Background: an optimization exercise with open tools, aiming at small area, a short achievable clock period and few clock cycles per item. Do not read the settings as production practice. At most, simulation tests tie the RTL to the original design; equivalence was not proved. For run 3, only the layout was checked, not whether the RTL still works. Power figures rest on the tool's default switching activity, not on a simulated workload.

## design.v

```verilog
package lsc_pkg;
  localparam int ENTRIES = 32;
  localparam int IDX_W   = 5;
  localparam int KEY_W   = 32;
  localparam int STAMP_W = 32;
  localparam int QDEPTH  = 4;    
  localparam logic OP_ADD   = 1'b0;
  localparam logic OP_CLEAR = 1'b1;
endpackage
module lsc_cell (
  input  logic                         clk,
  input  logic                         we_key,
  input  logic                         we_stamp,
  input  logic [lsc_pkg::KEY_W-1:0]    wr_key,
  input  logic [lsc_pkg::STAMP_W-1:0]  wr_stamp,
  input  logic [lsc_pkg::KEY_W-1:0]    cmp_key,
  input  logic [lsc_pkg::STAMP_W-1:0]  cmp_stamp,
  output logic                         key_eq,      
  output logic                         stamp_lt,    
  output logic                         stamp_le     
);
  logic [lsc_pkg::KEY_W-1:0]   key;
  logic [lsc_pkg::STAMP_W-1:0] stamp;
  always_ff @(posedge clk) begin
    if (we_key) key <= wr_key;
  end
  always_ff @(posedge clk) begin
    if (we_stamp) stamp <= wr_stamp;
  end
  assign key_eq = (cmp_key == key);
  logic [31:0] l0, e0;
  logic [15:0] l1, e1;
  logic [7:0]  l2, e2;
  logic [3:0]  l3, e3;
  logic [1:0]  l4, e4;
  always_comb begin
    for (int i = 0; i < 32; i++) begin
      l0[i] = !cmp_stamp[i] && stamp[i];
      e0[i] = !(cmp_stamp[i] ^ stamp[i]);
    end
    for (int i = 0; i < 16; i++) begin
      l1[i] = l0[2*i+1] || (e0[2*i+1] && l0[2*i]);
      e1[i] = e0[2*i+1] && e0[2*i];
    end
    for (int i = 0; i < 8; i++) begin
      l2[i] = l1[2*i+1] || (e1[2*i+1] && l1[2*i]);
      e2[i] = e1[2*i+1] && e1[2*i];
    end
    for (int i = 0; i < 4; i++) begin
      l3[i] = l2[2*i+1] || (e2[2*i+1] && l2[2*i]);
      e3[i] = e2[2*i+1] && e2[2*i];
    end
    for (int i = 0; i < 2; i++) begin
      l4[i] = l3[2*i+1] || (e3[2*i+1] && l3[2*i]);
      e4[i] = e3[2*i+1] && e3[2*i];
    end
  end
  assign stamp_lt = l4[1] || (e4[1] && l4[0]);
  assign stamp_le = stamp_lt || (e4[1] && e4[0]);
endmodule
module lru_sample_cache_slot_manager (
  input  logic                 clk,
  input  logic                 rst,
  input  logic                 req_valid,
  output logic                 req_ready,
  input  logic                 req_op,
  input  logic [31:0]          req_key,
  input  logic [31:0]          req_now_time,
  output logic                 rsp_valid,
  input  logic                 rsp_ready,
  output logic [4:0]           rsp_slot,
  output logic                 rsp_hit,
  output logic                 rsp_evicted
);
  localparam int N = lsc_pkg::ENTRIES;
  localparam int Q = lsc_pkg::QDEPTH;
  logic        a_v;
  logic        a_op;
  logic [31:0] a_key;
  logic [31:0] a_t;
  logic        req_acc;
  assign req_acc = req_valid && req_ready;
  always_ff @(posedge clk) begin
    if (rst) a_v <= 1'b0;
    else     a_v <= req_acc;
  end
  always_ff @(posedge clk) begin
    if (req_acc) begin
      a_op  <= req_op;
      a_key <= req_key;
      a_t   <= req_now_time;
    end
  end
  logic         b_v;
  logic         b_op;
  logic [31:0]  b_key;
  logic [31:0]  b_t;
  logic [N-1:0] b_eq, b_lt, b_le;
  logic         b_same1, b_tlt1, b_tle1;    
  logic         b_same2, b_tlt2, b_tle2;    
  logic         c_clr;
  logic [N-1:0] c_sel;       
  logic [4:0]   c_idx;       
  logic [31:0]  c_key;
  logic [31:0]  c_t;
  logic [N-1:0] c_lt, c_le;  
  logic [N-1:0] d_sel;       
  logic [N-1:0] valid;
  logic [N-1:0] eq_a, lt_a, le_a;
  for (genvar g = 0; g < N; g++) begin : g_cell
    lsc_cell u_cell (
      .clk       (clk),
      .we_key    (c_sel[g]),
      .we_stamp  (c_sel[g]),
      .wr_key    (c_key),
      .wr_stamp  (c_t),
      .cmp_key   (a_key),
      .cmp_stamp (a_t),
      .key_eq    (eq_a[g]),
      .stamp_lt  (lt_a[g]),
      .stamp_le  (le_a[g])
    );
  end
  always_ff @(posedge clk) begin
    if (rst) b_v <= 1'b0;
    else     b_v <= a_v;
  end
  always_ff @(posedge clk) begin
    b_op    <= a_op;
    b_key   <= a_key;
    b_t     <= a_t;
    b_eq    <= eq_a;
    b_lt    <= lt_a;
    b_le    <= le_a;
    b_same1 <= (a_key == b_key);
    b_tlt1  <= (a_t <  b_t);
    b_tle1  <= (a_t <= b_t);
    b_same2 <= (a_key == c_key);
    b_tlt2  <= (a_t <  c_t);
    b_tle2  <= (a_t <= c_t);
  end
  logic [N-1:0] vld, match, lt, le;
  always_comb begin
    for (int k = 0; k < N; k++) begin
      vld[k]   = !c_clr && (valid[k] || c_sel[k]);
      match[k] = vld[k] && (c_sel[k] ? b_same1 : d_sel[k] ? b_same2 : b_eq[k]);
      lt[k]    = c_sel[k] ? b_tlt1 : d_sel[k] ? b_tlt2 : b_lt[k];
      le[k]    = c_sel[k] ? b_tle1 : d_sel[k] ? b_tle2 : b_le[k];
    end
  end
  wire  [N*N-1:0] older;
  for (genvar i = 0; i < N; i++) begin : g_row
    for (genvar k = 0; k < N; k++) begin : g_col
      if (i < k) begin : g_bit
        logic ob;
        always_ff @(posedge clk) begin
          if (c_sel[i])      ob <= c_le[k];
          else if (c_sel[k]) ob <= !c_lt[i];
        end
        assign older[i*N+k] = ob;
      end else begin : g_none
        assign older[i*N+k] = 1'b0;
      end
    end
  end
  logic [N-1:0] c_beats, oldest;
  logic         c_any;
  assign c_any = |c_sel;
  always_comb begin
    logic [N-1:0] o;
    for (int i = 0; i < N; i++) begin
      c_beats[i] = (5'(i) > c_idx) ? c_le[i] : c_lt[i];
    end
    for (int i = 0; i < N; i++) begin
      o[i] = 1'b1;
      for (int k = 0; k < N; k++) begin
        if (k > i) o[i] = o[i] && (older[i*N+k]  || c_sel[k]);
        if (k < i) o[i] = o[i] && (!older[k*N+i] || c_sel[k]);
      end
      if (c_sel[i]) o[i] = &(c_beats | c_sel);
      else          o[i] = o[i] && !(c_any && c_beats[i]);
    end
    oldest = o;
  end
  logic         found, full, is_add, is_clr;
  logic [N-1:0] fill, sel;
  logic [4:0]   match_idx, oldest_idx, fill_idx, sel_idx;
  assign found  = |match;
  assign full   = vld[N-1];
  assign is_add = b_v && (b_op == lsc_pkg::OP_ADD);
  assign is_clr = b_v && (b_op == lsc_pkg::OP_CLEAR);
  always_comb begin
    for (int k = 0; k < N; k++) begin
      fill[k] = !vld[k] && (k == 0 || vld[k-1]);
    end
  end
  always_comb begin
    logic [4:0] mi, oi, fi;
    mi = '0;
    oi = '0;
    fi = '0;
    for (int k = 0; k < N; k++) begin
      if (match[k])  mi = mi | 5'(k);
      if (oldest[k]) oi = oi | 5'(k);
      if (fill[k])   fi = fi | 5'(k);
    end
    match_idx  = mi;
    oldest_idx = oi;
    fill_idx   = fi;
  end
  always_comb begin
    if (!is_add)    sel = '0;
    else if (found) sel = match;
    else if (full)  sel = oldest;
    else            sel = fill;
  end
  always_comb begin
    if (found)     sel_idx = match_idx;
    else if (full) sel_idx = oldest_idx;
    else           sel_idx = fill_idx;
  end
  logic [6:0] res;
  assign res = is_add ? {sel_idx, found, !found && full} : 7'd0;
  always_ff @(posedge clk) begin
    if (rst) begin
      c_sel <= '0;
      c_clr <= 1'b0;
      d_sel <= '0;
    end else begin
      c_sel <= sel;
      c_clr <= is_clr;
      d_sel <= c_sel;
    end
  end
  always_ff @(posedge clk) begin
    c_idx <= sel_idx;
    c_key <= b_key;
    c_t   <= b_t;
    c_lt  <= lt;
    c_le  <= le;
  end
  always_ff @(posedge clk) begin
    if (rst || c_clr) valid <= '0;
    else              valid <= valid | c_sel;
  end
  logic [Q-1:0] q_v;
  logic [6:0]   q_d [Q];
  logic [Q-1:0] nv;
  logic [6:0]   nd  [Q];
  logic         pop;
  assign pop = q_v[0] && rsp_ready;
  always_comb begin
    logic [Q-1:0] tv;
    logic [6:0]   td [Q];
    for (int i = 0; i < Q; i++) begin
      if (pop) begin
        tv[i] = (i + 1 < Q) ? q_v[(i + 1) % Q] : 1'b0;
        td[i] = q_d[(i + 1) % Q];
      end else begin
        tv[i] = q_v[i];
        td[i] = q_d[i];
      end
    end
    for (int i = 0; i < Q; i++) begin
      nv[i] = tv[i];
      nd[i] = td[i];
      if (b_v && !tv[i] && (i == 0 || tv[(i + Q - 1) % Q])) begin
        nv[i] = 1'b1;
        nd[i] = res;
      end
    end
  end
  always_ff @(posedge clk) begin
    if (rst) q_v <= '0;
    else     q_v <= nv;
  end
  always_ff @(posedge clk) begin
    for (int i = 0; i < Q; i++) q_d[i] <= nd[i];
  end
  assign rsp_valid   = q_v[0];
  assign rsp_slot    = q_d[0][6:2];
  assign rsp_hit     = q_d[0][1];
  assign rsp_evicted = q_d[0][0];
  logic [2:0] inflight, inflight_next;
  logic       ready_r;
  assign inflight_next = inflight + 3'(req_acc) - 3'(pop);
  always_ff @(posedge clk) begin
    if (rst) begin
      inflight <= '0;
      ready_r  <= 1'b1;
    end else begin
      inflight <= inflight_next;
      ready_r  <= (inflight_next < 3'(Q));
    end
  end
  assign req_ready = ready_r;
endmodule
```

## config.mk

```make
export PLATFORM = sky130hd
export DESIGN_NAME = lru_sample_cache_slot_manager
export DESIGN_NICKNAME = lru_sample_cache_slot_manager
export VERILOG_FILES = /design/flow/design.v
export SDC_FILE = /design/flow/constraint.sdc
export NUM_CORES = 4
export LEC_CHECK = 0
export ABC_CLOCK_PERIOD_IN_PS = 2000
export CAP_MARGIN = 20
export CORE_MARGIN = 2
export CORE_UTILIZATION = 40
export SETUP_SLACK_MARGIN = 2.5
export SLEW_MARGIN = 20
```

## run.sh

```bash
#!/bin/bash
# synth_recipe.tcl (not shown) runs the flow's synth.tcl, then flattens the netlist and writes it again
# the make line also repeats each setting of config.mk as NAME=value (left out here)
make -C /OpenROAD-flow-scripts/flow DESIGN_CONFIG=/design/flow/config.mk WORK_HOME=/design/flow/orfs CLKGATE_MAP_FILE= SYNTH_SCRIPT=/design/flow/synth_recipe.tcl finish
```

## constraint.sdc

```tcl
create_clock -name core_clock -period 5.0 [get_ports {clk}]
set_input_delay 1.0000 -clock core_clock [delete_from_list [all_inputs] [get_ports {clk}]]
set_output_delay 1.0000 -clock core_clock [all_outputs]
set_load 0.01 [all_outputs]
```

==> impl_results.md, run 1 <==
* Run status: no timing/DRC/antenna violations
* Hold EP: c_t[1]
* Critical path class: register to register
* Max IR drop VDD at 0.363 mV
* Post-synth EDFFs at 2637
* # setup viols final at 0
* Num CTS Buffers at 345
* FF-to-FF path depth at 14
* Top sig layer: met5
* H-Tree Depth at 5
* TritonCTS sink count at 3042
* Worst Setup Start Kind: register
* Slew margin rel. at 15.3%
* Yosys cell types at 79
* Slew at the pin closest to its max-slew limit at 1270 ps
* Unrepaired setup endpoints after global routing: yes
* Worst setup margin at 1500 ps
* R2r setup slk at 1500 ps
* Syn_area_per_cell at 13.1 um2
* Synthesized area at 0.144 mm2
* CP max FO at 5
* Total Wirelength at 672 mm
* Placed instance area at 0.154 mm2
* Hold Path Class: register to register
* First-pass GRT wire length at 892 mm
* Final period util at 70.0%
* Register area share after synthesis at 60.7%
* DR iter-0 viols at 16510
* Worst-Skew Late Latency at 990 ps
* Core Rows at 220
* Via density at 6.33
* End of the worst register-to-register path: q_d[3][4]
* DR WL met3 at 76.4 mm
* Vias in the first global route at 103622
* WL met1 at 257 mm
* Chip height at 604 um
* Routability Congestion at 1.06
* Post-Route Setup TNS at 0 ps
* Final Cell Area at 0.178 mm2
* Crit. End Element: register
* Hold Buf Count CTS at 0
* Asr flop ratio synth at 0%
* Syn_nets at 12133
* Starting Density at 40.1%
* Overflow after GRT at 0
* Final hold violations at 0
* CP arrival at 4290 ps
* Port buffer count at 77
* Slew Limit Fails at 0
* Place WS at 145 ps
* Tot GR Track Use at 35.8%
* HPWL Detailed at 413 mm
* PwrDens at 366 mW/mm2
* CTS Root Cell: clkbuf_16
* Wire per inst at 39.3 um
* Final ANT Viol Nets at 0
* Total core area at 0.359 mm2
* TritonCTS clock tree: done
* Hold path startpoint: b_t[1]
* Routed met2 length at 290 mm
* Filler cells at 30834
* Post-synth top flop: edfxtp_1
* Register clock-pin slew on the reported worst setup and hold paths at 60 ps
* Clock Skew at 90.7 ps
* First drt pass iteration count at 6
* Leak at 70.7 nW
* Min-Delay Path Depth at 0
* Die W at 604 um
* Post-Synthesis Cells at 10973
* Largest net degree at the start of global routing at 66
* Share of cells above drive strength 1 at 22.4%
* Vias at 108088
* Max cap viols at 0
* Post-synthesis register bit count at 3042
* Syn. warnings at 6
* Final min period at 3500 ps
* Die ar. at 0.364 mm2
* Top Ports at 78
* Post-route DRC at 0
* CTS Buffer Depth at 4
* RR Startpoint: c_sel[14]
* Worst endpoint required time at 5790 ps
* Final nets at 13160
* Initial antenna violation count at 57
* Fmax at 286 MHz
* Layout area overhead at 23.6%
[power by group]
group,switching (mW),internal [mW]
clock network,10.9,14.5
registers,0.765,28.8
logic,6.78,3.31
total,18.4,46.6
[cell type report]
cell class / instances / area, um2 / share of cell area (%)
tap: 4773 / 5970 / 3.36
inverter: 160 / 816 / 0.459
clock buffer: 470 / 9460 / 5.32
timing repair buffer: 1262 / 13500 / 7.62
antenna: 29 / 72.6 / 0.0408
multi-input combinational: 7189 / 58900 / 33.1
clock inverter: 164 / 1590 / 0.891
sequential: 3042 / 87500 / 49.2
[cells by family after synthesis]
family | count (synthesis) | share of synthesized area, %
AO/OA/AOI/OAI | 2147 | 10.4
XOR/XNOR | 1090 | 6.64
adder cells (fa/ha/maj) | 1091 | 9.49
buffers and inverters | 747 | 1.98
flip-flops | 3042 | 60.7
multiplexers | 160 | 1.14
AND/OR/NAND/NOR | 2696 | 9.71
[Yosys cell counts, drive strengths merged, types with 51 or more instances]
cell	number	share of area, %
edfxtp	2637	55
or2	197	0.86
clkbuf	477	1.2
nand4	361	1.6
o21ai	260	0.90
a211oi	51	0.27
a21oi	325	1.1
nand3	79	0.27
xor2	1088	6.6
nor2	501	1.3
buf	110	0.31
inv	155	0.40
dfxtp	405	5.6
a2111oi	74	0.45
nand2	636	1.7
nor3	55	0.20
nand2b	65	0.28
mux2i	133	0.93
nor4	393	1.7
ha	1090	9.5
a21o	914	4.8
nor2b	321	1.4
o22ai	151	0.66
[flip-flops by register name (all words and copies together), names as in the netlist, 3 cells and up]
register              flops
g_cell.u_cell.key      1024
g_cell.u_cell.stamp    1024
g_row.g_col.g_bit.ob    496
a_key                    32
a_t                      32
b_eq                     32
b_key                    32
b_lt                     32
b_t                      32
c_key                    32
c_lt                     32
c_sel                    32
c_t                      32
d_sel                    32
valid                    32
b_le                     31
c_le                     31
q_d                      28
c_idx                     5
q_v                       4
inflight                  3
[worst max-delay path by stage]
| stage | startpoint | to | slack [ps] | cells after the start |
|---|---|---|---|---|
| floorplan | c_sel[31] | q_d[2][3] | 1850 | 10 |
| global placement | c_sel[19] | c_idx[2] | 30 | 12 |
| detailed placement | a_t[28] | b_le[4] | 150 | 12 |
| CTS | c_sel[6] | q_d[3][4] | 1670 | 11 |
| global route | c_sel[6] | q_d[3][4] | 1620 | 12 |
| finish | c_sel[14] | q_d[3][4] | 1500 | 14 |
[placed cells by master, fill, tap and decap left out, types with 105 or more instances in the layout]
master and count:
edfxtp_1 2637, xor2_1 1088, ha_1 979, a21o_1 914, buf_4 772, nand2_1 599, nor2_1 426, nor4_1 365
nand4_1 361, clkbuf_16 358, dfxtp_1 317, nor2b_1 278, a21oi_1 222, or2_2 176, buf_6 167, o21ai_0 154
buf_12 146, o22ai_1 128, mux2i_1 126, inv_1 109, ha_4 105
[through the flow]
stage / hold slack [ps] / instances / power, mW / util [%]
finish: 340 / 17089 / 65.0 / 49.6
detailed placement: 335 / 15809 / 38.8 / 43.0
floorplan: 323 / 10973 / 34.1 / -
global placement: 334 / 15806 / 38.6 / 43.0
global route: 354 / 17068 / 66.5 / 49.6
CTS: 348 / 16893 / 64.7 / 48.7
[critical path, stage by stage (launching register included)]
cell and delay [ps]:
dfxtp_4 480, buf_6 160, buf_6 120, nor2b_4 40, a2111oi_4 720, nand4_1 380
nor2_1 220, buf_4 200, buf_6 110, a22o_1 180, nor3b_4 70, nand4_1 150
a211oi_4 70, buf_12 150, o31ai_1 230
[repair_timing]
action                      CTS  global route
setup endpoints to repair   232           158
pin swaps                   332           311
gates cloned                 27             8
gates resized for setup    1032           362
setup buffers               423           159
[per-layer routing]
metal  GRT usage, %  up-vias
met4           21.1       28
met1           46.3    54981
li1               -    43597
met2           53.8     7477
met3           9.71     2005
met5              0        -
Testbench counts, summed over its fixed seeds: cycles 4,024, items 4,000.
==> run 2: changes to the inputs <==
--- a/config.mk
+++ b/config.mk
@@ -7,3 +7,2 @@
 export LEC_CHECK = 0
-export ABC_CLOCK_PERIOD_IN_PS = 2000
 export CAP_MARGIN = 20
@@ -11,3 +10,2 @@
 export CORE_UTILIZATION = 40
-export SETUP_SLACK_MARGIN = 2.5
 export SLEW_MARGIN = 20
==> impl_results.md, run 2 <==
* Dominant cell by count in the synthesized netlist: edfxtp_1
* Total Wirelength at 626 mm
* Biggest regs: g_cell.u_cell.key x1024, g_cell.u_cell.stamp x1024, g_row.g_col.g_bit.ob x496
* CP arrival at 5620 ps
* Tot Pwr at 63.7 mW
* Post-synth EDFFs at 2637
* Max IR drop VDD at 0.327 mV
* Top Ports at 78
* Slew at the pin closest to its max-slew limit at 1270 ps
* Fmax at 207 MHz
* Vias in the first global route at 99692
* DR iter-0 viols at 15234
* Worst Setup Start Kind: register
* Slew Limit Fails at 0
* Run status: no timing/DRC/antenna violations
* Num CTS Buffers at 345
* Unrepaired setup endpoints after global routing: no
* Critical path class: register to register
* Compound-cell area share of the yosys netlist at 10.4%
* List of most frequent post-synthesis cells: 2637 x edfxtp_1, 1090 x ha_1, 1088 x xor2_1, 914 x a21o_1, 636 x nand2_1
* Xor/xnor share of the synthesized area at 6.64%
* Filler cells at 31782
* Largest family of logic cells by synthesized area: compound AO/OA/AOI/OAI gates
* Post-Route Setup TNS at 0 ps
* Post-route DRC at 0
* Bufs and invs on worst path at 2
* Synth Area in Adders at 9.49%
* Commonest cells after routing, fill and taps aside: 2637 x edfxtp_1, 1090 x ha_1, 1088 x xor2_1
* Final min period at 4840 ps
* Post-synth top area share at 55.0%
* Synthesized area at 0.144 mm2
* Post-Synthesis Cells at 10973
* Hold Path Class: register to register
* Worst endpoint required time at 5780 ps
* Starting Density at 40.1%
* Syn_nets at 12133
* Post-synth top flop: edfxtp_1
* Final nets at 12538
* # setup viols final at 0
* TritonCTS clock tree: done
* Routability Congestion at 1.06
* Post-synthesis register bit count at 3042
* CTS Root Cell: clkbuf_16
* Slew margin rel. at 15.0%
* Die ar. at 0.364 mm2
* Post-CTS Setup Inserts at 0
* Syn. warnings at 6
* CTS-repair resized insts at 0
* Crit path cell chain: buf_4 -> nor2b_1 -> a2111o_1 -> a2111oi_0 -> and4_1 -> o41ai_1 -> and4_1 -> nand3_1 -> and4b_1 -> buf_4 -> o21bai_1
* Combinational share of power at 13.5%
* Total core area at 0.359 mm2
* First-pass GRT wire length at 846 mm
* Psw at 17.9 mW
* Tot GR Track Use at 33.7%
* Yosys cell types at 79
* Port buffer count at 77
* Post-synth top area cell: edfxtp_1
* Die W at 604 um
* Net Sw Frac at 28.2%
* Initial antenna violation count at 65
* Register clock-pin slew on the reported worst setup and hold paths at 60 ps
* Most common cell after layout, fill and taps aside: edfxtp_1
* TritonCTS sink count at 3042
* Via density at 6.27
* Share of cells above drive strength 1 at 12.1%
* Post-synthesis mux area share at 1.14%
* Clock power frac at 39.7%
* Final ANT Viol Nets at 0
* Crit. End Element: register
* Final period util at 96.7%
* Largest net degree at the start of global routing at 85
* CP max FO at 42
* Final hold violations at 0
* CTS Buffer Depth at 4
* Syn_area_per_cell at 13.1 um2
* Synth area leaders: edfxtp_1 55%, ha_1 9.5%, xor2_1 6.6%, dfxtp_1 5.6%, a21o_1 4.8%
* Crit-path max cell delay at 990 ps
* Wire per inst at 38.0 um
* HPWL Detailed at 410 mm
* Max cap viols at 0
* First drt pass iteration count at 8
* Vias at 103296
* H-Tree Depth at 5
* Reg power frac at 46.8%
* Worst-Skew Late Latency at 1000 ps
* Post-placement cell count at 15802
* Synth Area in Simple Gates at 9.71%
* Clock Skew at 75.2 ps
* Internal power at 45.7 mW
* Crit path max-delay family: compound AO/OA/AOI/OAI gates
* Core Rows at 220
* Leak at 65.5 nW
* Overflow after GRT at 0
* Critical-path top delay cell: a2111oi_0
* Asr flop ratio synth at 0%
* Chip height at 604 um
* Final Core Density at 45.9%
* Multi-input logic area at 0.0539 mm2
* Layout Cells excl Fill at 16485
* FF/Latch Area at 0.0875 mm2
* Hold Buf Count CTS at 0
* Layout area overhead at 14.5%
* Register area share after synthesis at 60.7%
* PwrDens at 386 mW/mm2
## run 2: cell types whose count changed in the layout (fill, tap and decap cells not counted), sizes merged, moves of 4 or more
cell,before,now
diode,29,41
inv,143,162
clkdlybuf4s50,66,76
clkinvlp,29,10
clkinv,129,135
bufinv,23,19
clkbuf,479,474
bufbuf,18,0
buf,1168,567
## run 2: metrics by stage
| stage | hold WS (ps) | worst slack (ps) | area [um2] |
|---|---|---|---|
| 2_1_floorplan | 323 | 223 | 144000 |
| 3_3_place_gp | 326 | 430 | 153000 |
| 3_5_place_dp | 334 | 423 | 154000 |
| 4_1_cts | 348 | 412 | 165000 |
| 5_1_grt | 354 | 267 | 165000 |
| 6_report | 343 | 164 | 165000 |
## run 2: logic make-up (layout without fill, tap and decap cells)
logic type               count (synthesis)  after routing
AO/OA/AOI/OAI                         2147           2147
XOR/XNOR                              1090           1090
adder cells (fa/ha/maj)               1091           1091
buffers and inverters                  747           1445
flip-flops                            3042           3042
multiplexers                           160            160
other                                    0             41
AND/OR/NAND/NOR                       2696           2696
## run 2: metal layers
| metal | global-route usage (%) | share of wire, % |
|---|---|---|
| met1 | 44.5 | 39 |
| met4 | 18.9 | 6.8 |
| met2 | 50.9 | 43 |
| met5 | 0 | 0.032 |
| met3 | 8.01 | 11 |
## run 2: power by group through the flow
stage | clock (mW) | combinational, mW | sequential (mW)
after global placement | 0 | 8.20 | 30.3
after floorplan | 0 | 4.10 | 29.9
after detailed placement | 0 | 8.36 | 30.3
after global routing | 26.4 | 9.00 | 29.8
final | 25.3 | 8.60 | 29.8
after CTS | 25.4 | 8.41 | 29.8
## run 2: path summary, 6_finish.rpt
path | from | end | slack [ps] | depth (start not counted)
hold / removal | a_op | b_op | 340 | 0
setup reg to reg | c_sel[26] | c_idx[0] | 160 | 11
setup / recovery | c_sel[26] | c_idx[0] | 160 | 11
hold reg to reg | a_op | b_op | 340 | 0
## run 2: area by class of cell
type / count / area share (%)
repair buffers: 645 / 3.44
well taps: 4773 / 3.62
diodes: 41 / 0.0623
clock buffers: 474 / 5.77
clock inverters: 166 / 0.937
inverters: 160 / 0.364
multi-input cells: 7184 / 32.7
flip-flops and latches: 3042 / 53.1
==> run 3: changes to the inputs <==
--- a/design.v
+++ b/design.v
@@ -5,3 +5,3 @@
   localparam int STAMP_W = 32;
-  localparam int QDEPTH  = 4;    
+  localparam int QDEPTH  = 5;    
   localparam logic OP_ADD   = 1'b0;
@@ -97,5 +97,10 @@
   logic [31:0]  b_t;
-  logic [N-1:0] b_eq, b_lt, b_le;
+  logic [N-1:0] b_m;         
+  logic         b_any;
+  logic [4:0]   b_midx;
+  logic [N-1:0] b_lt, b_le;
   logic         b_same1, b_tlt1, b_tle1;    
   logic         b_same2, b_tlt2, b_tle2;    
+  logic         c_v;
+  logic         c_add;
   logic         c_clr;
@@ -103,2 +108,4 @@
   logic [4:0]   c_idx;       
+  logic         c_hit;
+  logic         c_ev;
   logic [31:0]  c_key;
@@ -106,3 +113,6 @@
   logic [N-1:0] c_lt, c_le;  
-  logic [N-1:0] d_sel;       
+  logic         d_add;       
+  logic [N-1:0] d_sel;
+  logic [4:0]   d_idx;
+  logic [5:0]   used;        
   logic [N-1:0] valid;
@@ -123,2 +133,13 @@
   end
+  logic [N-1:0] eqv;
+  logic [4:0]   eqv_idx;
+  always_comb begin
+    logic [4:0] ei;
+    ei = '0;
+    for (int k = 0; k < N; k++) begin
+      eqv[k] = eq_a[k] && valid[k] && !c_sel[k] && !c_clr;
+      if (eqv[k]) ei = ei | 5'(k);
+    end
+    eqv_idx = ei;
+  end
   always_ff @(posedge clk) begin
@@ -131,3 +152,5 @@
     b_t     <= a_t;
-    b_eq    <= eq_a;
+    b_m     <= eqv;
+    b_any   <= |eqv;
+    b_midx  <= eqv_idx;
     b_lt    <= lt_a;
@@ -141,9 +164,26 @@
   end
-  logic [N-1:0] vld, match, lt, le;
+  logic hit1, hit2, hit0, found;
+  assign hit1  = c_add && b_same1;
+  assign hit2  = !c_clr && d_add && b_same2 && !(c_add && c_idx == d_idx);
+  assign hit0  = !c_clr && b_any && !(c_add && c_idx == b_midx);
+  assign found = hit1 || hit2 || hit0;
+  logic [N-1:0] match;
+  logic [4:0]   match_idx;
+  always_comb begin
+    if (hit1) begin
+      match     = c_sel;
+      match_idx = c_idx;
+    end else if (hit2) begin
+      match     = d_sel;
+      match_idx = d_idx;
+    end else begin
+      match     = b_m;
+      match_idx = b_midx;
+    end
+  end
+  logic [N-1:0] lt, le;
   always_comb begin
     for (int k = 0; k < N; k++) begin
-      vld[k]   = !c_clr && (valid[k] || c_sel[k]);
-      match[k] = vld[k] && (c_sel[k] ? b_same1 : d_sel[k] ? b_same2 : b_eq[k]);
-      lt[k]    = c_sel[k] ? b_tlt1 : d_sel[k] ? b_tlt2 : b_lt[k];
-      le[k]    = c_sel[k] ? b_tle1 : d_sel[k] ? b_tle2 : b_le[k];
+      lt[k] = c_sel[k] ? b_tlt1 : d_sel[k] ? b_tlt2 : b_lt[k];
+      le[k] = c_sel[k] ? b_tle1 : d_sel[k] ? b_tle2 : b_le[k];
     end
@@ -166,6 +206,6 @@
   logic [N-1:0] c_beats, oldest;
-  logic         c_any;
-  assign c_any = |c_sel;
+  logic [4:0]   oldest_idx;
   always_comb begin
     logic [N-1:0] o;
+    logic [4:0]   oi;
     for (int i = 0; i < N; i++) begin
@@ -180,31 +220,22 @@
       if (c_sel[i]) o[i] = &(c_beats | c_sel);
-      else          o[i] = o[i] && !(c_any && c_beats[i]);
+      else          o[i] = o[i] && !(c_add && c_beats[i]);
     end
-    oldest = o;
-  end
-  logic         found, full, is_add, is_clr;
-  logic [N-1:0] fill, sel;
-  logic [4:0]   match_idx, oldest_idx, fill_idx, sel_idx;
-  assign found  = |match;
-  assign full   = vld[N-1];
-  assign is_add = b_v && (b_op == lsc_pkg::OP_ADD);
-  assign is_clr = b_v && (b_op == lsc_pkg::OP_CLEAR);
-  always_comb begin
-    for (int k = 0; k < N; k++) begin
-      fill[k] = !vld[k] && (k == 0 || vld[k-1]);
+    oi = '0;
+    for (int i = 0; i < N; i++) begin
+      if (o[i]) oi = oi | 5'(i);
     end
+    oldest     = o;
+    oldest_idx = oi;
   end
+  logic         full, is_add, is_clr, do_fill;
+  logic [N-1:0] fill, sel;
+  logic [4:0]   sel_idx;
+  assign full    = used[5];
+  assign is_add  = b_v && (b_op == lsc_pkg::OP_ADD);
+  assign is_clr  = b_v && (b_op == lsc_pkg::OP_CLEAR);
+  assign do_fill = is_add && !found && !full;
   always_comb begin
-    logic [4:0] mi, oi, fi;
-    mi = '0;
-    oi = '0;
-    fi = '0;
     for (int k = 0; k < N; k++) begin
-      if (match[k])  mi = mi | 5'(k);
-      if (oldest[k]) oi = oi | 5'(k);
-      if (fill[k])   fi = fi | 5'(k);
+      fill[k] = (used[4:0] == 5'(k));
     end
-    match_idx  = mi;
-    oldest_idx = oi;
-    fill_idx   = fi;
   end
@@ -219,14 +250,22 @@
     else if (full) sel_idx = oldest_idx;
-    else           sel_idx = fill_idx;
+    else           sel_idx = used[4:0];
+  end
+  always_ff @(posedge clk) begin
+    if (rst || is_clr) used <= '0;
+    else if (do_fill)  used <= used + 6'd1;
   end
-  logic [6:0] res;
-  assign res = is_add ? {sel_idx, found, !found && full} : 7'd0;
   always_ff @(posedge clk) begin
     if (rst) begin
-      c_sel <= '0;
+      c_v   <= 1'b0;
+      c_add <= 1'b0;
       c_clr <= 1'b0;
+      c_sel <= '0;
+      d_add <= 1'b0;
       d_sel <= '0;
     end else begin
-      c_sel <= sel;
+      c_v   <= b_v;
+      c_add <= is_add;
       c_clr <= is_clr;
+      c_sel <= sel;
+      d_add <= c_add;
       d_sel <= c_sel;
@@ -235,3 +274,5 @@
   always_ff @(posedge clk) begin
-    c_idx <= sel_idx;
+    c_idx <= is_add ? sel_idx : 5'd0;
+    c_hit <= is_add && found;
+    c_ev  <= is_add && !found && full;
     c_key <= b_key;
@@ -240,2 +281,3 @@
     c_le  <= le;
+    d_idx <= c_idx;
   end
@@ -245,2 +287,4 @@
   end
+  logic [6:0] res;
+  assign res = {c_idx, c_hit, c_ev};
   logic [Q-1:0] q_v;
@@ -266,3 +310,3 @@
       nd[i] = td[i];
-      if (b_v && !tv[i] && (i == 0 || tv[(i + Q - 1) % Q])) begin
+      if (c_v && !tv[i] && (i == 0 || tv[(i + Q - 1) % Q])) begin
         nv[i] = 1'b1;
--- a/config.mk
+++ b/config.mk
@@ -7,2 +7,3 @@
 export LEC_CHECK = 0
+export ABC_CLOCK_PERIOD_IN_PS = 2000
 export CAP_MARGIN = 20
@@ -10,2 +11,3 @@
 export CORE_UTILIZATION = 40
+export SETUP_SLACK_MARGIN = 2.5
 export SLEW_MARGIN = 20
==> impl_results.md, run 3 <==
* Run status: no timing/DRC/antenna violations
* Slew margin rel. at 16.6%
* Largest net degree at the start of global routing at 61
* Max cap viols at 0
* Final ANT Viol Nets at 0
* Crit-path max cell delay at 410 ps
* Syn_area_per_cell at 13.2 um2
* CTS Root Cell: clkbuf_16
* # setup viols final at 0
* Worst endpoint required time at 5870 ps
* Wire per inst at 38.6 um
* Post-Route Setup TNS at 0 ps
* Unrepaired setup endpoints after global routing: yes
* Syn_nets at 12177
* Post-route DRC at 0
* Final nets at 13320
* Final hold violations at 0
* First drt pass iteration count at 13
* Share of cells above drive strength 1 at 23.8%
* Post-synthesis register bit count at 3072
* Routability Congestion at 1.09
* Leak at 71.7 nW
* Slew at the pin closest to its max-slew limit at 1250 ps
* Biggest regs: g_cell.u_cell.key x1024, g_cell.u_cell.stamp x1024, g_row.g_col.g_bit.ob x496
* CP arrival at 4290 ps
* Clock Skew at 67.1 ps
* Synth area leaders: edfxtp_1 55%, ha_1 9.4%, dfxtp_1 5.9%, a21o_1 5.2%, xor2_1 4.3%
* Die ar. at 0.369 mm2
* Final Core Density at 50.0%
* Total core area at 0.362 mm2
* Port buffer count at 77
* Synthesized area at 0.145 mm2
* Post-synth top area share at 54.6%
* Final min period at 3430 ps
* TritonCTS clock tree: done
* Crit path cell chain: clkinvlp_4 -> buf_4 -> buf_6 -> buf_4 -> ha_4 -> a21o_1 -> a21o_1 -> a21o_1 -> a21o_1 -> a221o_1 -> a221oi_4 -> buf_12 -> nand4_1 -> a21o_1
* Vias in the first global route at 105128
* Dominant cell by count in the synthesized netlist: edfxtp_1
* Crit path max-delay family: compound AO/OA/AOI/OAI gates
* Vias at 110502
* Chip height at 607 um
* Total Wirelength at 667 mm
* Post-Synthesis Cells at 11011
* Core Rows at 221
* Max IR drop VDD at 0.299 mV
* Initial antenna violation count at 66
* Tot GR Track Use at 35.3%
* PwrDens at 371 mW/mm2
* Top Ports at 78
* Hold Path Class: register to register
* Most common cell after layout, fill and taps aside: edfxtp_1
* Starting Density at 40.2%
* Asr flop ratio synth at 0%
* Bufs and invs on worst path at 5
* List of most frequent post-synthesis cells: 2644 x edfxtp_1, 1096 x ha_1, 998 x a21o_1, 719 x xor2_1, 563 x nand2_1
* Layout area overhead at 24.5%
* Register area share after synthesis at 60.5%
* H-Tree Depth at 5
* CP max FO at 2
* Fmax at 292 MHz
* Overflow after GRT at 0
* Num CTS Buffers at 344
* Commonest cells after routing, fill and taps aside: 2644 x edfxtp_1, 1012 x ha_1, 994 x a21o_1
* DR iter-0 viols at 18302
* Syn. warnings at 5
* Post-synth top flop: edfxtp_1
* Post-synth EDFFs at 2644
* HPWL Detailed at 406 mm
* Crit. End Element: register
* Via density at 6.40
* Post-synth top area cell: edfxtp_1
* Die W at 607 um
* Register clock-pin slew on the reported worst setup and hold paths at 60 ps
* CTS Buffer Depth at 4
* Worst Setup Start Kind: register
* Hold Buf Count CTS at 0
* Worst-Skew Late Latency at 980 ps
* Slew Limit Fails at 0
* Final period util at 68.5%
* Critical path class: register to register
* Critical-path top delay cell: edfxtp_1
* Yosys cell types at 92
* TritonCTS sink count at 3072
* First-pass GRT wire length at 892 mm
* Most frequent CP cell: a21o_1
-- run 3: cell count changes in the layout (fill, tap and decap cells not counted), moves of 88 or more --
cell and change:
a21oi_1 -96, buf_12 +120, buf_4 +314, buf_6 +188, nand2_1 -88, nor4_1 -186, o21ai_0 -105, xnor2_1 +380
xor2_1 -396
-- run 3: cells by family (layout without fill, tap and decap cells) --
| family | count (synthesis) | count (layout) | share of synthesized area, % |
|---|---|---|---|
| other | 0 | 38 | 0 |
| buffers and inverters | 758 | 2187 | 2.36 |
| flip-flops | 3072 | 3072 | 60.5 |
| adder cells (fa/ha/maj) | 1097 | 1097 | 9.44 |
| AND/OR/NAND/NOR | 2653 | 2657 | 9.48 |
| XOR/XNOR | 1103 | 1103 | 6.64 |
| multiplexers | 148 | 148 | 1.05 |
| AO/OA/AOI/OAI | 2180 | 2181 | 10.6 |
-- run 3: stage by stage --
step	total power, mW	std cells	area [um2]	hold WS, ps	setup slack, ps
4_1_cts	66.5	17096	178000	331	1570
3_3_place_gp	39.5	15835	155000	335	222
6_report	67.2	17277	181000	338	1570
2_1_floorplan	35.0	11011	146000	323	2080
3_5_place_dp	39.7	15838	155000	334	422
5_1_grt	68.6	17246	181000	344	1530
-- run 3: worst reg2reg max path: stages, from the launching register on --
cell        delay (ps)
edfxtp_1           410
clkinvlp_4         180
buf_4              170
buf_6              110
buf_4              150
ha_4               240
a21o_1             160
a21o_1             160
a21o_1             180
a21o_1             160
a221o_1            370
a221oi_4           310
buf_12             160
nand4_1            280
a21o_1             290
-- run 3: timing repair --
item	4_1_cts	5_1_grt
buffers inserted	584	136
endpoints found under the setup margin	314	164
endpoints found under the hold margin	0	0
gates cloned	37	4
gates resized for setup	1161	331
pin swaps	394	281
-- run 3: layout make-up --
cell class / count / area [um2]
antenna: 38 / 95.1
timing repair inverter: 1 / 7.51
inverter: 172 / 861
clock inverter: 148 / 1450
clock buffer: 489 / 9790
tap: 4794 / 6000
fill: 30818 / 181000
timing repair buffer: 1377 / 15000
multi-input combinational: 7186 / 59800
sequential: 3072 / 88200
-- run 3: layer usage --
metal  routed length, um  vias up  share of wire [%]  GRT usage [%]
met3               91500     2199                 14           12.4
met4               51000       30                7.6           22.1
met5                 214        -              0.032         0.0131
li1                    -    43970                  -              -
met1              249000    55592                 37           45.8
met2              275000     8711                 41           50.3
-- run 3: report_power, final --
part | leakage, nW | internal, mW | total, mW | switching, mW
clock | 5.52 | 14.8 | 25.8 | 11.0
combinational | 38.8 | 4.19 | 11.7 | 7.54
sequential | 27.4 | 28.8 | 29.6 | 0.780
total | 71.7 | 47.9 | 67.2 | 19.3
-- run 3: worst paths after layout --
check	from	to	slack, ps	cells after the start
min	b_key[21]	c_key[21]	340	0
max	a_t[9]	b_le[5]	1570	14
min reg2reg	b_key[21]	c_key[21]	340	0
max reg2reg	a_t[9]	b_le[5]	1570	14
==> run 4: changes to the inputs <==
--- a/design.v
+++ b/design.v
@@ -87,7 +87,5 @@
   always_ff @(posedge clk) begin
-    if (req_acc) begin
-      a_op  <= req_op;
-      a_key <= req_key;
-      a_t   <= req_now_time;
-    end
+    a_op  <= req_op;
+    a_key <= req_key;
+    a_t   <= req_now_time;
   end
@@ -107,2 +105,4 @@
   logic [N-1:0] c_sel;       
+  logic [N-1:0] c_selb;      
+  logic [N-1:0] c_wkey;      
   logic [4:0]   c_idx;       
@@ -112,8 +112,6 @@
   logic [31:0]  c_t;
-  logic [N-1:0] c_lt, c_le;  
   logic         d_add;       
-  logic [N-1:0] d_sel;
+  logic [N-1:0] d_sel;       
   logic [4:0]   d_idx;
   logic [5:0]   used;        
-  logic [N-1:0] valid;
   logic [N-1:0] eq_a, lt_a, le_a;
@@ -122,3 +120,3 @@
       .clk       (clk),
-      .we_key    (c_sel[g]),
+      .we_key    (c_wkey[g]),
       .we_stamp  (c_sel[g]),
@@ -139,3 +137,3 @@
     for (int k = 0; k < N; k++) begin
-      eqv[k] = eq_a[k] && valid[k] && !c_sel[k] && !c_clr;
+      eqv[k] = eq_a[k] && (6'(k) < used) && !c_sel[k] && !c_clr;
       if (eqv[k]) ei = ei | 5'(k);
@@ -173,3 +171,3 @@
     if (hit1) begin
-      match     = c_sel;
+      match     = c_selb;
       match_idx = c_idx;
@@ -186,4 +184,4 @@
     for (int k = 0; k < N; k++) begin
-      lt[k] = c_sel[k] ? b_tlt1 : d_sel[k] ? b_tlt2 : b_lt[k];
-      le[k] = c_sel[k] ? b_tle1 : d_sel[k] ? b_tle2 : b_le[k];
+      lt[k] = c_selb[k] ? b_tlt1 : d_sel[k] ? b_tlt2 : b_lt[k];
+      le[k] = c_selb[k] ? b_tle1 : d_sel[k] ? b_tle2 : b_le[k];
     end
@@ -191,2 +189,3 @@
   wire  [N*N-1:0] older;
+  logic [N-1:0]   sel;
   for (genvar i = 0; i < N; i++) begin : g_row
@@ -196,4 +195,4 @@
         always_ff @(posedge clk) begin
-          if (c_sel[i])      ob <= c_le[k];
-          else if (c_sel[k]) ob <= !c_lt[i];
+          if (sel[i])      ob <= le[k];
+          else if (sel[k]) ob <= !lt[i];
         end
@@ -205,3 +204,3 @@
   end
-  logic [N-1:0] c_beats, oldest;
+  logic [N-1:0] oldest;
   logic [4:0]   oldest_idx;
@@ -211,12 +210,7 @@
     for (int i = 0; i < N; i++) begin
-      c_beats[i] = (5'(i) > c_idx) ? c_le[i] : c_lt[i];
-    end
-    for (int i = 0; i < N; i++) begin
       o[i] = 1'b1;
       for (int k = 0; k < N; k++) begin
-        if (k > i) o[i] = o[i] && (older[i*N+k]  || c_sel[k]);
-        if (k < i) o[i] = o[i] && (!older[k*N+i] || c_sel[k]);
+        if (k > i) o[i] = o[i] &&  older[i*N+k];
+        if (k < i) o[i] = o[i] && !older[k*N+i];
       end
-      if (c_sel[i]) o[i] = &(c_beats | c_sel);
-      else          o[i] = o[i] && !(c_add && c_beats[i]);
     end
@@ -230,3 +224,3 @@
   logic         full, is_add, is_clr, do_fill;
-  logic [N-1:0] fill, sel;
+  logic [N-1:0] fill, wkey;
   logic [4:0]   sel_idx;
@@ -248,2 +242,7 @@
   always_comb begin
+    if (!is_add || found) wkey = '0;
+    else if (full)        wkey = oldest;
+    else                  wkey = fill;
+  end
+  always_comb begin
     if (found)     sel_idx = match_idx;
@@ -262,4 +261,4 @@
       c_sel <= '0;
+      c_wkey <= '0;
       d_add <= 1'b0;
-      d_sel <= '0;
     end else begin
@@ -269,4 +268,4 @@
       c_sel <= sel;
+      c_wkey <= wkey;
       d_add <= c_add;
-      d_sel <= c_sel;
     end
@@ -274,2 +273,3 @@
   always_ff @(posedge clk) begin
+    c_selb <= sel;
     c_idx <= is_add ? sel_idx : 5'd0;
@@ -279,9 +279,8 @@
     c_t   <= b_t;
-    c_lt  <= lt;
-    c_le  <= le;
     d_idx <= c_idx;
   end
-  always_ff @(posedge clk) begin
-    if (rst || c_clr) valid <= '0;
-    else              valid <= valid | c_sel;
+  always_comb begin
+    for (int k = 0; k < N; k++) begin
+      d_sel[k] = d_add && (d_idx == 5'(k));
+    end
   end
--- a/config.mk
+++ b/config.mk
@@ -11,3 +11,4 @@
 export CORE_UTILIZATION = 40
-export SETUP_SLACK_MARGIN = 2.5
+export CTS_BUF_LIST = sky130_fd_sc_hd__clkbuf_4 sky130_fd_sc_hd__clkbuf_8
+export SETUP_SLACK_MARGIN = 2.0
 export SLEW_MARGIN = 20
==> impl_results.md, run 4 <==
* TritonCTS clock tree: done
* Port buffer count at 77
* Worst Setup Start Kind: register
* Synth area leaders: edfxtp_1 57%, ha_1 10%, dfxtp_1 6.3%, xor2_1 4.4%, xnor2_1 2.6%
* Total core area at 0.337 mm2
* Crit path from: a_key[8]
* Chip height at 587 um
* Leak at 60.4 nW
* Worst-Skew Late Latency at 1170 ps
* Core Rows at 213
* Yosys cell types at 92
* CTS Root Cell: clkbuf_8
* Slew Limit Fails at 0
* H-Tree Depth at 5
* Worst setup path end: b_any
* Vias in the first global route at 89712
* Asr flop ratio synth at 0%
* Most common cell after layout, fill and taps aside: edfxtp_1
* Tot Pwr at 54.0 mW
* Post-route DRC at 0
* Syn. warnings at 5
* Fmax at 319 MHz
* Starting Density at 40.3%
* Num CTS Buffers at 480
* Max IR drop VDD at 0.257 mV
* Max cap viols at 0
* End of the worst register-to-register path: b_any
* HPWL Detailed at 294 mm
* FF-to-FF path depth at 7
* Die W at 587 um
* Slew at the pin closest to its max-slew limit at 1150 ps
* Layout area overhead at 16.3%
* Post-synth top flop: edfxtp_1
* Post-synth top area cell: edfxtp_1
* Largest net degree at the start of global routing at 64
* Post-synth top area share at 57.0%
* Worst endpoint required time at 6050 ps
* R2r setup slk at 1860 ps
* Slew margin rel. at 23.1%
* Final ANT Viol Nets at 0
* First drt pass iteration count at 8
* Hold path startpoint: req_key[4]
* Post-Route Setup TNS at 0 ps
* Dominant cell by count in the synthesized netlist: edfxtp_1
* Final nets at 11818
* Hold Path Class: input pin to register
* Share of cells above drive strength 1 at 17.4%
* Crit. End Element: register
* Final hold violations at 0
* First-pass GRT wire length at 656 mm
* Routability Congestion at 0.997
* Clock Skew at 96.5 ps
* Post-synthesis register bit count at 3008
* Post-Synthesis Cells at 9959
* Syn_area_per_cell at 13.6 um2
* List of most frequent post-synthesis cells: 2579 x edfxtp_1, 1095 x ha_1, 747 x nand2_1, 676 x xor2_1, 578 x o21ai_0
* Register area share after synthesis at 63.3%
* CTS Buffer Depth at 4
* Synthesized area at 0.136 mm2
* Vias at 92536
* Biggest regs: g_cell.u_cell.key x1024, g_cell.u_cell.stamp x1024, g_row.g_col.g_bit.ob x496
* Commonest cells after routing, fill and taps aside: 2579 x edfxtp_1, 1087 x ha_1, 735 x nand2_1
* Run status: no timing/DRC/antenna violations
* # setup viols final at 0
* DR iter-0 viols at 11805
* Final period util at 62.7%
* Unrepaired setup endpoints after global routing: yes
* Final min period at 3140 ps
* Tot GR Track Use at 26.3%
* TritonCTS sink count at 3008
* Die ar. at 0.344 mm2
* RR Startpoint: a_key[8]
* Post-synth EDFFs at 2579
* Syn_nets at 11124
* Top Ports at 78
* Register clock-pin slew on the reported worst setup and hold paths at 70 ps
* CP max FO at 18
* Total Wirelength at 472 mm
* PwrDens at 342 mW/mm2
* Critical path class: register to register
* Via density at 5.94
* CP arrival at 4190 ps
* Initial antenna violation count at 30
* Hold Buf Count CTS at 0
* Overflow after GRT at 0
* Wire per inst at 30.3 um
[run 4: changes by cell type in the layout (fill, tap and decap cells not counted), moves of 136 or more]
| cell | before | now |
|---|---|---|
| a21oi_1 | 228 | 427 |
| nand2_1 | 548 | 735 |
| nor2_1 | 454 | 285 |
| buf_4 | 829 | 410 |
| clkbuf_8 | 35 | 543 |
| nor2b_1 | 254 | 63 |
| clkbuf_4 | 0 | 200 |
| buf_6 | 190 | 54 |
| o21ai_0 | 149 | 554 |
| clkbuf_16 | 362 | 6 |
| a21o_1 | 994 | 307 |
| or2_2 | 229 | 18 |
[run 4: cells by family after synthesis]
kind of cell / share of synthesized area (%)
flops: 63.3
simple gates: 8.80
compound gates: 7.56
fa+ha+maj: 10.1
xor+xnor: 6.97
buf+inv: 2.30
mux: 0.918
[run 4: power by group]
part | leakage [nW] | switching (mW) | internal (mW)
registers | 26.7 | 0.240 | 27.4
clock network | 5.45 | 10.2 | 12.4
logic | 28.2 | 2.56 | 1.26
[run 4: through the flow]
| step | util (%) | std cells | cell area (um2) | setup WS, ps | hold WS, ps |
|---|---|---|---|---|---|
| final | 46.8 | 15588 | 158000 | 1860 | 260 |
| after global routing | 46.8 | 15579 | 158000 | 1830 | 221 |
| after CTS | 46.3 | 15491 | 156000 | 1780 | 186 |
| after detailed placement | 42.4 | 14473 | 143000 | 926 | 335 |
| after global placement | 42.4 | 14471 | 143000 | 885 | 335 |
| after floorplan | - | 9959 | 136000 | 2030 | 310 |
[run 4: per-layer routing]
metal  up-vias  GRT usage, %  share of wire, %
met2      5524          41.1                45
li1      39284             -                 -
met5         -             0             0.020
met3      1244          5.34                11
met1     46470          35.6                40
met4        14          11.2               5.1
[run 4: how the worst min path moves through the flow]
| stage | end | slack, ps | cells past startpoint |
|---|---|---|---|
| global route | a_key[0] | 220 | 1 |
| finish | a_key[4] | 260 | 1 |
| CTS | a_key[4] | 190 | 1 |
| detailed placement | c_t[19] | 330 | 0 |
| global placement | c_t[18] | 330 | 0 |
| floorplan | b_op | 310 | 0 |
[run 4: critical path, cell delays in order, from the launching register on]
cell	delay, ps
dfxtp_4	610
buf_12	290
xor2_1	110
nor4_1	340
nand4_1	770
nor4_4	520
nand4bb_1	220
or3_1	120
[run 4: cell type report]
| cell class | count | area [um2] |
|---|---|---|
| Multi-Input combinational cell | 6334 | 48400 |
| Antenna cell | 12 | 30.0 |
| Timing Repair Buffer | 640 | 6420 |
| Inverter | 188 | 861 |
| Clock buffer | 742 | 8960 |
| Fill cell | 29632 | 179000 |
| Tap cell | 4515 | 5650 |
| Sequential cell | 3008 | 86300 |
| Timing Repair inverter | 1 | 8.76 |
| Clock inverter | 148 | 1260 |
[run 4: what timing repair did]
item / 4_1_cts / 5_1_grt
gates cloned: 9 / 11
setup endpoints to repair: 1124 / 924
buffers inserted: 119 / 74
resized for setup: 354 / 218
pin swaps: 36 / 64
Testbench counts of run 4, summed over its fixed seeds: cycles 4,032, items 4,000.
==> run 5: changes to the inputs <==
--- a/config.mk
+++ b/config.mk
@@ -12,3 +12,3 @@
 export CTS_BUF_LIST = sky130_fd_sc_hd__clkbuf_4 sky130_fd_sc_hd__clkbuf_8
-export SETUP_SLACK_MARGIN = 2.0
+export SETUP_SLACK_MARGIN = 1.5
 export SLEW_MARGIN = 20
==> impl_results.md, run 5 <==
* Run status: no timing/DRC/antenna violations
* Placed instance area at 0.143 mm2
* TritonCTS clock tree: done
* CTS Buffer Depth at 4
* Worst setup margin at 1300 ps
* Overflow after GRT at 0
* Chip height at 587 um
* Num CTS Buffers at 481
* Slew at the pin closest to its max-slew limit at 1130 ps
* Tot Pwr at 53.2 mW
* Post-synth top area share at 57.0%
* # setup viols final at 0
* List of most frequent post-synthesis cells: 2579 x edfxtp_1, 1095 x ha_1, 747 x nand2_1, 676 x xor2_1, 578 x o21ai_0
* Critical path class: register to register
* Die W at 587 um
* First-pass GRT wire length at 649 mm
* Most common cell after layout, fill and taps aside: edfxtp_1
* Post-synthesis register bit count at 3008
* Via density at 5.91
* Yosys cell types at 92
* Post-synth EDFFs at 2579
* CTS Root Cell: clkbuf_8
* Slew Limit Fails at 0
* Max IR drop VDD at 0.257 mV
* Final Cell Area at 0.154 mm2
* Syn_area_per_cell at 13.6 um2
* Tot GR Track Use at 26.0%
* Place WS at 1180 ps
* Dominant cell by count in the synthesized netlist: edfxtp_1
* Unrepaired setup endpoints after global routing: yes
* Routability Congestion at 0.961
* Synthesized area at 0.136 mm2
* Post-placement cell count at 14464
* Top Ports at 78
* Layout Cells excl Fill at 15391
* CP arrival at 4690 ps
* Worst-Skew Late Latency at 1180 ps
* Hold Path Class: input pin to register
* Final min period at 3700 ps
* Register clock-pin slew on the reported worst setup and hold paths at 60 ps
* Starting Density at 40.3%
* Syn. warnings at 5
* Final nets at 11610
* Core Rows at 213
* Final period util at 73.9%
* First drt pass iteration count at 6
* Die ar. at 0.344 mm2
* Vias in the first global route at 90049
* Post-route DRC at 0
* Port buffer count at 77
* Crit. End Element: register
* HPWL Detailed at 289 mm
* Post-synth top flop: edfxtp_1
* FF/Latch Area at 0.0862 mm2
* Worst Setup Start Kind: register
* Clock Skew at 102 ps
* Total Wirelength at 460 mm
* Wire per inst at 29.9 um
* CP max FO at 13
* Worst endpoint required time at 5990 ps
* Post-Route Setup TNS at 0 ps
* TritonCTS sink count at 3008
* Leak at 58.5 nW
* Filler cells at 30089
* Asr flop ratio synth at 0%
* Post-Synthesis Cells at 9959
* Share of cells above drive strength 1 at 13.7%
* Synth area leaders: edfxtp_1 57%, ha_1 10%, dfxtp_1 6.3%, xor2_1 4.4%, xnor2_1 2.6%
* Register area share after synthesis at 63.3%
* Vias at 90987
* Syn_nets at 11124
* Post-synth top area cell: edfxtp_1
* Final ANT Viol Nets at 0
* Biggest regs: g_cell.u_cell.key x1024, g_cell.u_cell.stamp x1024, g_row.g_col.g_bit.ob x496
* Final hold violations at 0
* H-Tree Depth at 5
* Layout area overhead at 13.1%
* Initial antenna violation count at 31
* Commonest cells after routing, fill and taps aside: 2579 x edfxtp_1, 1095 x ha_1, 744 x nand2_1
* DR iter-0 viols at 11164
* Slew margin rel. at 24.2%
* Fmax at 271 MHz
* Max cap viols at 0
* PwrDens at 346 mW/mm2
* Total core area at 0.337 mm2
* Multi-input logic area at 0.0471 mm2
* Largest net degree at the start of global routing at 68
## run 5: cell count changes in the layout (fill, tap and decap cells not counted), sizes merged, moves of 9 or more
cell           previous run  this run
buf                     554       363
clkinv                  113       165
clkbuf                  749       702
inv                     183       197
clkinvlp                 22        12
clkdlybuf4s50            67        76
## run 5: cell type report
class                           count  share of cell area (%)
Clock buffer                      702                    5.65
Sequential cell                  3008                    56.1
Clock inverter                    198                   0.869
Antenna cell                       14                  0.0228
Timing Repair Buffer              439                    2.53
Multi-Input combinational cell   6327                    30.6
Tap cell                         4515                    3.68
Inverter                          188                   0.477
## run 5: critical path: stages (launching register included)
cell       delay, ps
dfxtp_1          740
nand2_1          210
nor3_1           900
nand2_1          120
nand2_1          120
nor4_2            90
nor4_1           680
nand4bb_1        300
or3_1            420
## run 5: where the power goes
group | internal, mW | switching (mW) | leakage [nW]
sequential | 27.4 | 0.278 | 26.7
clock | 11.8 | 10.3 | 5.33
combinational | 1.08 | 2.41 | 26.4
## run 5: layer usage
metal / share of wire (%) / GRT usage [%]
met1: 40 / 35.0
met2: 45 / 40.8
met3: 9.8 / 4.82
met4: 5.1 / 11.9
met5: 0.0091 / 0
## run 5: per-stage QoR
step	hold slack (ps)	util [%]
after detailed placement	335	42.4
after CTS	150	45.4
after global placement	333	42.4
final	253	45.5
after global routing	239	45.5
after floorplan	310	-
## run 5: worst paths after layout
check	start	endpoint	slack [ps]	cells after the start
hold / removal	req_key[13]	a_key[13]	250	1
setup / recovery	used[3]	b_any	1300	8
setup reg to reg	used[3]	b_any	1300	8
hold reg to reg	b_t[20]	c_t[20]	340	0
## run 5: cell families after synthesis
kind of cell / after synthesis / synth area share, %
DFF: 3008 / 63.3
and+or+nand+nor: 2340 / 8.80
AOI/OAI and AO/OA: 1690 / 7.56
adders and majority gates: 1096 / 10.1
xor gates and xnor gates: 1081 / 6.97
buffers and inverters: 626 / 2.30
muxes: 118 / 0.918
## run 5: timing repair
item	CTS	global route
hold buffers	0	0
gates cloned	0	2
buffers inserted	3	8
pin swaps	1	2
gates resized for setup	20	46
setup endpoints to repair	275	446
==> run 6: changes to the inputs <==
--- a/config.mk
+++ b/config.mk
@@ -11,4 +11,3 @@
 export CORE_UTILIZATION = 40
-export CTS_BUF_LIST = sky130_fd_sc_hd__clkbuf_4 sky130_fd_sc_hd__clkbuf_8
-export SETUP_SLACK_MARGIN = 1.5
+export SETUP_SLACK_MARGIN = 2.0
 export SLEW_MARGIN = 20
==> impl_results.md, run 6 <==
* FF-to-FF path depth at 8
* Die W at 587 um
* Crit path from: g_row[8].g_col[23].g_bit.ob
* Post-placement cell count at 14473
* Synth area leaders: edfxtp_1 57%, ha_1 10%, dfxtp_1 6.3%, xor2_1 4.4%, xnor2_1 2.6%
* Critical path class: register to register
* Num CTS Buffers at 317
* Hold Path Class: register to register
* Worst setup path end: g_row[8].g_col[26].g_bit.ob
* R2r setup slk at 1870 ps
* Register clock-pin slew on the reported worst setup and hold paths at 60 ps
* End of the worst register-to-register path: g_row[8].g_col[26].g_bit.ob
* TritonCTS sink count at 3008
* Max cap viols at 0
* First drt pass iteration count at 7
* List of most frequent post-synthesis cells: 2579 x edfxtp_1, 1095 x ha_1, 747 x nand2_1, 676 x xor2_1, 578 x o21ai_0
* Routability Congestion at 0.997
* RR Startpoint: g_row[8].g_col[23].g_bit.ob
* Slew at the pin closest to its max-slew limit at 1170 ps
* Unrepaired setup endpoints after global routing: yes
* Overflow after GRT at 0
* Run status: no timing/DRC/antenna violations
* Asr flop ratio synth at 0%
* Die ar. at 0.344 mm2
* Total Wirelength at 471 mm
* Post-synthesis register bit count at 3008
* CP arrival at 3740 ps
* Post-Route Setup TNS at 0 ps
* Slew margin rel. at 21.9%
* Largest net degree at the start of global routing at 64
* DR iter-0 viols at 12717
* Clock Skew at 82.2 ps
* Top Ports at 78
* # setup viols final at 0
* Share of cells above drive strength 1 at 14.3%
* HPWL Detailed at 294 mm
* Place WS at 926 ps
* Syn_area_per_cell at 13.6 um2
* Synthesized area at 0.136 mm2
* Most common cell after layout, fill and taps aside: edfxtp_1
* Worst Setup Start Kind: register
* Register area share after synthesis at 63.3%
* Final min period at 3130 ps
* CTS Buffer Depth at 4
* Max IR drop VDD at 0.349 mV
* Final nets at 11639
* Leak at 59.8 nW
* Layout Cells excl Fill at 15257
* Post-synth top flop: edfxtp_1
* CTS Root Cell: clkbuf_16
* Worst endpoint required time at 5610 ps
* Total core area at 0.337 mm2
* Post-Synthesis Cells at 9959
* Crit. End Element: register
* Slew Limit Fails at 0
* Final period util at 62.6%
* Yosys cell types at 92
* Chip height at 587 um
* Final Cell Area at 0.158 mm2
* TritonCTS clock tree: done
* CP max FO at 54
* PwrDens at 347 mW/mm2
* Final ANT Viol Nets at 0
* Commonest cells after routing, fill and taps aside: 2579 x edfxtp_1, 1082 x ha_1, 733 x nand2_1
* Post-synth EDFFs at 2579
* Vias in the first global route at 88448
* Biggest regs: g_cell.u_cell.key x1024, g_cell.u_cell.stamp x1024, g_row.g_col.g_bit.ob x496
* Hold slack final at 328 ps
* Vias at 91481
* H-Tree Depth at 5
* First-pass GRT wire length at 653 mm
* Initial antenna violation count at 38
* Syn. warnings at 5
* Layout area overhead at 16.1%
* Worst-Skew Late Latency at 960 ps
* Starting Density at 40.3%
* Tot GR Track Use at 26.3%
* Filler cells at 29386
* Placed instance area at 0.143 mm2
* Wire per inst at 30.9 um
* Worst setup margin at 1870 ps
* Final hold violations at 0
* Post-synth top area share at 57.0%
* Via density at 6.00
* Port buffer count at 77
* Syn_nets at 11124
* Core Rows at 213
* Post-route DRC at 0
* Dominant cell by count in the synthesized netlist: edfxtp_1
* Post-synth top area cell: edfxtp_1
* Fmax at 319 MHz
run 6: worst min-delay path by stage:
stage,from,to,slack (ps),cells past startpoint
3_5_place_dp,b_t[19],c_t[19],330,0
3_3_place_gp,b_t[18],c_t[18],330,0
2_1_floorplan,a_op,b_op,310,0
5_1_grt,b_key[13],c_key[13],340,0
4_1_cts,b_key[13],c_key[13],320,0
6_report,b_key[13],c_key[13],330,0
run 6: stage by stage:
| stage | power, mW | util [%] |
|---|---|---|
| 6_report | 54.8 | 46.7 |
| 5_1_grt | 56.1 | 46.7 |
| 4_1_cts | 54.8 | 46.2 |
| 3_5_place_dp | 31.6 | 42.4 |
| 3_3_place_gp | 31.5 | 42.4 |
| 2_1_floorplan | 29.9 | - |
run 6: routing by layer:
| metal | global-route usage [%] | wire length, um |
|---|---|---|
| met1 | 35.8 | 188000 |
| met2 | 41.4 | 213000 |
| met3 | 4.70 | 48300 |
| met4 | 10.8 | 21900 |
| met5 | 0 | 91 |
run 6: area by class of cell:
class	instances	area, um2	area share (%)
clock inverter	138	1240	0.787
antenna	11	27.5	0.0175
sequential	3008	86300	54.7
inverter	188	861	0.546
multi-input combinational	6335	48500	30.8
timing repair inverter	1	8.76	0.00555
clock buffer	438	8810	5.59
timing repair buffer	623	6250	3.96
tap	4515	5650	3.58
run 6: cells by family after synthesis:
group | count (synthesis) | synth area share (%)
AND/OR/NAND/NOR | 2340 | 8.80
buffers and inverters | 626 | 2.30
XOR/XNOR | 1081 | 6.97
AO/OA/AOI/OAI | 1690 | 7.56
flip-flops | 3008 | 63.3
multiplexers | 118 | 0.918
adder cells (fa/ha/maj) | 1096 | 10.1
run 6: worst max-delay path, stage by stage (launching register included):
cell	delay [ps]
edfxtp_1	490
nand4_1	240
nor4_2	520
nand4_1	500
o21ai_0	340
nor2b_4	210
a31oi_4	70
buf_6	270
nand2_1	140
run 6: timing repair:
item	CTS	global route
endpoints found under the setup margin	1126	921
cloned	10	12
hold buffers	0	0
buffers inserted	122	53
pin swaps	43	67
gates resized for setup	344	241
run 6: where the power goes:
part | total [mW] | switching [mW] | internal, mW | leakage [nW]
sequential | 27.6 | 0.250 | 27.4 | 26.7
combinational | 3.80 | 2.55 | 1.25 | 28.1
clock | 23.4 | 10.1 | 13.3 | 4.93
total | 54.8 | 12.8 | 41.9 | 59.8

==> separate check: timing with driven ports <==
The flow's constraints put no driver on any port. The routed layouts listed below were extracted and timed again, unchanged, in two steps. Step 1: set_driving_cell puts a clkbuf_16 on clk and a buf_2 on each other input, an assumption about the parent block. Step 2, shift: input delay + t, output delay - t, t = (earliest + latest rising clock arrival at the registers) / 2. This alone moves slack from input paths to output paths. Three values: ideal ports, drivers, drivers and shift; two values: the first two.
| run | t, ns | setup WS [ns] | worst setup path at the end | worst data-port slew with drivers (ns) |
|---|---|---|---|---|
| run 1 | 1.067 | 1.501 / 1.501 / 1.501 | register to register | 0.07 |
| run 2 | 1.056 | 0.164 / 0.164 / 0.164 | register to register | 0.07 |
| run 3 | 1.071 | 1.573 / 1.573 / 1.573 | register to register | 0.08 |
| run 4 | 1.227 | 1.863 / 1.863 / 1.400 | input to register | 0.05 |
| run 5 | 1.218 | 1.303 / 1.303 / 1.303 | register to register | 0.06 |
| run 6 | 1.020 | 1.868 / 1.868 / 1.401 | input to register | 0.05 |
After both steps setup and hold are still met in every run listed. For run 6, which loses most, drivers alone change the setup slack by 0.000 ns; drivers and shift together by -0.467 ns.
